From an optimization exercise on the open Yosys and OpenROAD flow, aimed at a short achievable clock period and few clock cycles per item; shortcuts taken in it are not production practice. Only simulation tests tie the RTL to the original design; equivalence was not proved.

==> 07-24 <==
==> flow/design.v <==
`timescale 1ns / 1ps
`default_nettype none
package pecf_pkg;
  localparam int DEF_DIGIT_W = 8;
  localparam int DIFF_W = 33;
  localparam int SMOOTH_GAIN_W = 17;
  localparam int Q24_GAIN_W    = 25;
  localparam int CFG_DATA_W    = 25;
  localparam int CFG_ADDR_W    = 2;
  localparam logic [SMOOTH_GAIN_W-1:0] SMOOTH_ONE = 17'h1_0000;
  localparam logic [Q24_GAIN_W-1:0]    Q24_ONE    = 25'h100_0000;
  localparam logic [SMOOTH_GAIN_W-1:0] SMOOTH_GAIN_RST    = 17'd19661;
  localparam logic [Q24_GAIN_W-1:0]    BIAS_GAIN_RST      = 25'd11177;
  localparam logic [Q24_GAIN_W-1:0]    OFS_LEARN_GAIN_RST = 25'd8389;
  localparam logic [CFG_ADDR_W-1:0] CFG_SMOOTH_GAIN    = 2'd0;
  localparam logic [CFG_ADDR_W-1:0] CFG_FUSION_ENABLE  = 2'd1;
  localparam logic [CFG_ADDR_W-1:0] CFG_BIAS_GAIN      = 2'd2;
  localparam logic [CFG_ADDR_W-1:0] CFG_OFS_LEARN_GAIN = 2'd3;
  localparam logic [7:0] MODE_NORMAL = 8'd0;
  localparam logic [7:0] MODE_SPIN_A = 8'd1;
  localparam logic [7:0] MODE_SPIN_B = 8'd2;
  typedef struct packed {
    logic signed [31:0] pos_x;
    logic signed [31:0] pos_y;
    logic signed [31:0] yaw_in;
    logic signed [31:0] ctrl_yaw;
    logic               ctrl_yaw_valid;
    logic        [7:0]  ctrl_mode;
  } pecf_in_t;
  typedef struct packed {
    logic signed [31:0] smooth_x;
    logic signed [31:0] smooth_y;
    logic signed [31:0] smooth_yaw;
    logic signed [31:0] clean_yaw;
  } pecf_out_t;
  typedef struct packed {
    logic                     start;
    logic                     q24;
    logic signed [DIFF_W-1:0] d;
    logic [Q24_GAIN_W-1:0]    g;
  } pecf_mreq_t;
  typedef struct packed {
    logic        done;
    logic [31:0] step;
  } pecf_mres_t;
endpackage
`default_nettype wire
`timescale 1ns / 1ps
`default_nettype none
import pecf_pkg::*;
module pecf_mul #(
  parameter int DIGIT_W = pecf_pkg::DEF_DIGIT_W
) (
  input  wire                 clk,
  input  wire                 rst,
  input  pecf_pkg::pecf_mreq_t req,
  output pecf_pkg::pecf_mres_t res
);
  localparam int ACC_W = DIFF_W + DIGIT_W + 1;
  localparam int GSH_W = 24;
  localparam int N16   = 16 / DIGIT_W;
  localparam int N24   = 24 / DIGIT_W;
  localparam int CNT_W = $clog2(N24 + 1);
  logic                     busy;
  logic                     done;
  logic [CNT_W-1:0]         cnt;
  logic [GSH_W-1:0]         gsh;
  logic signed [DIFF_W-1:0] dreg;
  logic signed [ACC_W-1:0]  acc;
  logic                     rbit;
  logic                     full;
  logic [DIGIT_W-1:0]       digit;
  logic signed [ACC_W-1:0]  prod;
  logic signed [ACC_W-1:0]  sum;
  assign digit = gsh[DIGIT_W-1:0];
  assign prod  = $signed({{(ACC_W-DIFF_W){dreg[DIFF_W-1]}}, dreg}) *
                 $signed({{(ACC_W-DIGIT_W){1'b0}}, digit});
  assign sum   = acc + prod;
  always_ff @(posedge clk) begin
    done <= 1'b0;
    if (req.start) begin
      busy <= 1'b1;
      acc  <= '0;
      rbit <= 1'b0;
      dreg <= req.d;
      gsh  <= req.g[GSH_W-1:0];
      full <= req.q24 ? req.g[24] : req.g[16];
      cnt  <= req.q24 ? CNT_W'(N24) : CNT_W'(N16);
    end else if (busy) begin
      acc  <= sum >>> DIGIT_W;
      rbit <= sum[DIGIT_W-1];
      gsh  <= gsh >> DIGIT_W;
      cnt  <= cnt - CNT_W'(1);
      if (cnt == CNT_W'(1)) begin
        busy <= 1'b0;
        done <= 1'b1;
      end
    end
    if (rst) begin
      busy <= 1'b0;
      done <= 1'b0;
    end
  end
  assign res.done = done;
  assign res.step = full ? dreg[31:0] : (acc[31:0] + {31'b0, rbit});
endmodule
`default_nettype wire
`timescale 1ns / 1ps
`default_nettype none
import pecf_pkg::*;
module pose_ema_yaw_complementary_filter #(
  parameter int DIGIT_W = pecf_pkg::DEF_DIGIT_W
) (
  input  wire                                clk,
  input  wire                                rst,
  input  wire                                in_valid,
  output logic                               in_ready,
  input  pecf_pkg::pecf_in_t                 in_data,
  output logic                               out_valid,
  input  wire                                out_ready,
  output pecf_pkg::pecf_out_t                out_data,
  input  wire                                cfg_we,
  input  wire  [pecf_pkg::CFG_ADDR_W-1:0]    cfg_addr,
  input  wire  [pecf_pkg::CFG_DATA_W-1:0]    cfg_data
);
  typedef enum logic [3:0] {
    S_IDLE,
    S_MX,
    S_MY,
    S_MYAW,
    S_FUSE,
    S_ALIGN,
    S_MOFS,
    S_MBIAS,
    S_DONE
  } state_t;
  state_t state;
  logic [SMOOTH_GAIN_W-1:0] smooth_gain;
  logic                     fusion_enable;
  logic [Q24_GAIN_W-1:0]    bias_gain;
  logic [Q24_GAIN_W-1:0]    ofs_learn_gain;
  logic [31:0] filt_x;
  logic [31:0] filt_y;
  logic [31:0] filt_yaw;
  logic        smooth_started;
  logic [31:0] yaw_offset;
  logic        offset_started;
  logic [31:0] yaw_bias;
  pecf_pkg::pecf_in_t    inr;
  logic        byp;
  logic [31:0] clean;
  pecf_pkg::pecf_mreq_t  mreq;
  pecf_pkg::pecf_mres_t  mres;
  logic [SMOOTH_GAIN_W-1:0] sg;
  logic [Q24_GAIN_W-1:0]    bg;
  logic [Q24_GAIN_W-1:0]    og;
  logic [Q24_GAIN_W-1:0]    bg_eff;
  logic [31:0]              syaw;
  logic [31:0]              aligned;
  logic [DIFF_W-1:0]        dy;
  logic [31:0]              dyaw;
  logic [31:0]              dofs;
  logic [31:0]              dbias;
  logic [31:0]              bias_new;
  assign sg = (smooth_gain > SMOOTH_ONE) ? SMOOTH_ONE : smooth_gain;
  assign bg = (bias_gain > Q24_ONE) ? Q24_ONE : bias_gain;
  assign og = (ofs_learn_gain > Q24_ONE) ? Q24_ONE : ofs_learn_gain;
  always_comb begin
    bg_eff = bg;
    if (inr.ctrl_mode == MODE_SPIN_A || inr.ctrl_mode == MODE_SPIN_B) begin
      bg_eff = '0;
    end
  end
  assign syaw     = byp ? inr.yaw_in : filt_yaw;
  assign aligned  = inr.ctrl_yaw + yaw_offset;
  assign dy       = {inr.pos_y[31], inr.pos_y} - {filt_y[31], filt_y};
  assign dyaw     = inr.yaw_in - filt_yaw;
  assign dofs     = syaw - aligned;
  assign dbias    = (aligned - syaw) - yaw_bias;
  assign bias_new = yaw_bias + mres.step;
  assign in_ready = (state == S_IDLE);
  pecf_mul #(
    .DIGIT_W (DIGIT_W)
  ) u_mul (
    .clk (clk),
    .rst (rst),
    .req (mreq),
    .res (mres)
  );
  always_ff @(posedge clk) begin
    if (cfg_we) begin
      case (cfg_addr)
        CFG_SMOOTH_GAIN:    smooth_gain    <= cfg_data[SMOOTH_GAIN_W-1:0];
        CFG_FUSION_ENABLE:  fusion_enable  <= cfg_data[0];
        CFG_BIAS_GAIN:      bias_gain      <= cfg_data[Q24_GAIN_W-1:0];
        CFG_OFS_LEARN_GAIN: ofs_learn_gain <= cfg_data[Q24_GAIN_W-1:0];
        default: ;
      endcase
    end
    if (rst) begin
      smooth_gain    <= SMOOTH_GAIN_RST;
      fusion_enable  <= 1'b1;
      bias_gain      <= BIAS_GAIN_RST;
      ofs_learn_gain <= OFS_LEARN_GAIN_RST;
    end
  end
  always_ff @(posedge clk) begin
    mreq.start <= 1'b0;
    if (out_valid && out_ready) begin
      out_valid <= 1'b0;
    end
    case (state)
      S_IDLE: begin
        if (in_valid) begin
          inr <= in_data;
          if (sg == '0) begin
            byp   <= 1'b1;
            state <= S_FUSE;
          end else if (!smooth_started) begin
            byp            <= 1'b0;
            filt_x         <= in_data.pos_x;
            filt_y         <= in_data.pos_y;
            filt_yaw       <= in_data.yaw_in;
            smooth_started <= 1'b1;
            state          <= S_FUSE;
          end else begin
            byp        <= 1'b0;
            mreq.start <= 1'b1;
            mreq.q24   <= 1'b0;
            mreq.d     <= {in_data.pos_x[31], in_data.pos_x} - {filt_x[31], filt_x};
            mreq.g     <= Q24_GAIN_W'(sg);
            state      <= S_MX;
          end
        end
      end
      S_MX: begin
        if (mres.done) begin
          filt_x     <= filt_x + mres.step;
          mreq.start <= 1'b1;
          mreq.d     <= dy;
          state      <= S_MY;
        end
      end
      S_MY: begin
        if (mres.done) begin
          filt_y     <= filt_y + mres.step;
          mreq.start <= 1'b1;
          mreq.d     <= {dyaw[31], dyaw};
          state      <= S_MYAW;
        end
      end
      S_MYAW: begin
        if (mres.done) begin
          filt_yaw <= filt_yaw + mres.step;
          state    <= S_FUSE;
        end
      end
      S_FUSE: begin
        if (fusion_enable && inr.ctrl_yaw_valid) begin
          if (!offset_started) begin
            yaw_offset     <= syaw - inr.ctrl_yaw;
            offset_started <= 1'b1;
          end
          state <= S_ALIGN;
        end else begin
          clean <= syaw;
          state <= S_DONE;
        end
      end
      S_ALIGN: begin
        mreq.start <= 1'b1;
        mreq.q24   <= 1'b1;
        if (inr.ctrl_mode == MODE_NORMAL) begin
          mreq.d <= {dofs[31], dofs};
          mreq.g <= og;
          state  <= S_MOFS;
        end else begin
          mreq.d <= {dbias[31], dbias};
          mreq.g <= bg_eff;
          state  <= S_MBIAS;
        end
      end
      S_MOFS: begin
        if (mres.done) begin
          yaw_offset <= yaw_offset + mres.step;
          mreq.start <= 1'b1;
          mreq.d     <= {dbias[31], dbias};
          mreq.g     <= bg_eff;
          state      <= S_MBIAS;
        end
      end
      S_MBIAS: begin
        if (mres.done) begin
          yaw_bias <= bias_new;
          clean    <= syaw + bias_new;
          state    <= S_DONE;
        end
      end
      S_DONE: begin
        if (!out_valid || out_ready) begin
          out_data.smooth_x   <= byp ? inr.pos_x : filt_x;
          out_data.smooth_y   <= byp ? inr.pos_y : filt_y;
          out_data.smooth_yaw <= syaw;
          out_data.clean_yaw  <= clean;
          out_valid           <= 1'b1;
          state               <= S_IDLE;
        end
      end
      default: begin
        state <= S_IDLE;
      end
    endcase
    if (rst) begin
      state          <= S_IDLE;
      out_valid      <= 1'b0;
      mreq.start     <= 1'b0;
      filt_x         <= '0;
      filt_y         <= '0;
      filt_yaw       <= '0;
      smooth_started <= 1'b0;
      yaw_offset     <= '0;
      offset_started <= 1'b0;
      yaw_bias       <= '0;
    end
  end
endmodule
`default_nettype wire
`timescale 1ns / 1ps
`default_nettype none
module pecf_top (
  input  wire         clk,
  input  wire         rst,
  input  wire         in_valid,
  output wire         in_ready,
  input  wire [31:0]  in_pos_x,
  input  wire [31:0]  in_pos_y,
  input  wire [31:0]  in_yaw,
  input  wire [31:0]  in_ctrl_yaw,
  input  wire         in_ctrl_yaw_valid,
  input  wire [7:0]   in_ctrl_mode,
  output wire         out_valid,
  input  wire         out_ready,
  output wire [31:0]  out_smooth_x,
  output wire [31:0]  out_smooth_y,
  output wire [31:0]  out_smooth_yaw,
  output wire [31:0]  out_clean_yaw,
  input  wire         cfg_we,
  input  wire [1:0]   cfg_addr,
  input  wire [24:0]  cfg_data
);
  pecf_pkg::pecf_in_t  in_data;
  pecf_pkg::pecf_out_t out_data;
  assign in_data.pos_x          = in_pos_x;
  assign in_data.pos_y          = in_pos_y;
  assign in_data.yaw_in         = in_yaw;
  assign in_data.ctrl_yaw       = in_ctrl_yaw;
  assign in_data.ctrl_yaw_valid = in_ctrl_yaw_valid;
  assign in_data.ctrl_mode      = in_ctrl_mode;
  assign out_smooth_x   = out_data.smooth_x;
  assign out_smooth_y   = out_data.smooth_y;
  assign out_smooth_yaw = out_data.smooth_yaw;
  assign out_clean_yaw  = out_data.clean_yaw;
  pose_ema_yaw_complementary_filter u_filt (
    .clk       (clk),
    .rst       (rst),
    .in_valid  (in_valid),
    .in_ready  (in_ready),
    .in_data   (in_data),
    .out_valid (out_valid),
    .out_ready (out_ready),
    .out_data  (out_data),
    .cfg_we    (cfg_we),
    .cfg_addr  (cfg_addr),
    .cfg_data  (cfg_data)
  );
endmodule
`default_nettype wire
==> flow/run.sh <==
#!/bin/bash
# synth_recipe.tcl (not shown) runs the flow's synth.tcl, then flattens the netlist and writes it again
# the make line also repeats each setting of config.mk as NAME=value (left out here)
make -C /OpenROAD-flow-scripts/flow DESIGN_CONFIG=/design/flow/config.mk WORK_HOME=/design/flow/orfs CLKGATE_MAP_FILE= SYNTH_SCRIPT=/design/flow/synth_recipe.tcl finish
==> flow/config.mk <==
export PLATFORM = sky130hd
export DESIGN_NAME = pecf_top
export DESIGN_NICKNAME = pecf_top
export VERILOG_FILES = /design/flow/design.v
export SDC_FILE = /design/flow/constraint.sdc
export NUM_CORES = 4
export LEC_CHECK = 0
export ABC_CLOCK_PERIOD_IN_PS = 4000
export CAP_MARGIN = 20
export CORE_MARGIN = 2
export CORE_UTILIZATION = 40
export PLACE_DENSITY = 0.6
export SETUP_SLACK_MARGIN = 3
export SLEW_MARGIN = 20
==> flow/constraint.sdc <==
create_clock -name core_clock -period 8.0 [get_ports {clk}]
set_input_delay 1.6000 -clock core_clock [delete_from_list [all_inputs] [get_ports {clk}]]
set_output_delay 1.6000 -clock core_clock [all_outputs]
set_load 0.01 [all_outputs]
==> inputs of 08-18, as changes to 07-24 <==
--- a/flow/design.v
+++ b/flow/design.v
@@ -2,5 +2,5 @@
 `default_nettype none
 package pecf_pkg;
-  localparam int DEF_DIGIT_W = 8;
+  localparam int DEF_DIGIT_W = 4;
   localparam int DIFF_W = 33;
   localparam int SMOOTH_GAIN_W = 17;
--- a/flow/config.mk
+++ b/flow/config.mk
@@ -6,9 +6,7 @@
 export NUM_CORES = 4
 export LEC_CHECK = 0
-export ABC_CLOCK_PERIOD_IN_PS = 4000
 export CAP_MARGIN = 20
 export CORE_MARGIN = 2
 export CORE_UTILIZATION = 40
 export PLACE_DENSITY = 0.6
-export SETUP_SLACK_MARGIN = 3
 export SLEW_MARGIN = 20
==> impl_results.md <==
- Worst setup startpoint: u_filt.u_mul.dreg[11]
- End of the worst hold path: u_filt.u_mul.dreg[20]
- Outcome: complete, no violations
- Hold_sp: u_filt.mreq[45]
- CP Cell Sequence: nand2_4, fa_1, inv_2, fa_1, fa_1, fa_1, inv_2, fa_1, inv_2, ha_4, a21o_1, a21o_1, a21oi_2, nor3b_4, buf_4, a221oi_4, a211oi_2, buf_4, o21ai_4, a41o_1, o21a_1, nor2_1, xor2_1, o22ai_1
- Clock slew at reported path FFs: approximately 0.07 ns
- Vias in the first global route: between 40k and 50k
- Most frequent cells in the layout: nand2_1, inv_1, a21oi_1
- Initial antenna violation count: 3
- Post-synthesis mux area share: 0.01067
- Main combinational cell family by area after synthesis: adder cells
- Tcrit/Tclk final: 0.7510
- Comb_multi_in: roughly 4.7k
- Post-DP Area: 62030 sq um
- Routing usage on met1: 0.3641
- GRT met2 Usage: 0.4149
That was 07-24.
==> impl_results.md <==
- GRT met2 Usage: 0.4084
- Clock slew at reported path FFs: 0.06 ns
- Worst setup startpoint: u_filt.inr[10]
- End of the worst hold path: u_filt.u_mul.dreg[23]
- Outcome: complete, no violations
- Initial antenna violation count: 6
- Main combinational cell family by area after synthesis: compound AO/OA/AOI/OAI gates
- Most frequent cells in the layout: nand2_1, a21oi_1, ha_1
- Comb_multi_in: 4502
- Tcrit/Tclk final: 0.9127
- Hold_sp: u_filt.mreq[48]
- Routing usage on met1: 0.3683
- Vias in the first global route: approximately 43k
That was 08-18.
Testbench counts of 07-24, summed over its fixed seeds: cycles 45,558, items 1,920.
Testbench counts of 08-18, summed over its fixed seeds: cycles 66,051, items 1,920.

static timing again, ports no longer ideal:
Ports are ideal in the flow. The routed layouts listed here were re-timed in OpenROAD.
Step 1: set_driving_cell puts a clkbuf_16 on clk and a buf_2 on each other input, an assumption about the parent block.
Step 2 also shifts input and output timing later by t, the mid clock arrival at the registers, as if the neighbouring blocks saw the same clock.
Slacks: no drivers / after step 1 / after step 2; pairs: no drivers / after step 1.
run | t (ns) | slack for setup (ns) | worst setup path after step 2 | worst register clock-pin slew, ns | cell pins on the clock port's net
07-24 | 0.776 | 1.992 / 1.992 / 1.772 | input to register | 0.08 / 0.08 | 1
08-18 | 0.793 | 0.699 / 0.699 / 0.699 | register to register | 0.07 / 0.07 | 1
After both steps setup and hold are still met in every run listed. For 07-24, which loses most, drivers alone change the setup slack by 0.000 ns; drivers and shift together by -0.220 ns.
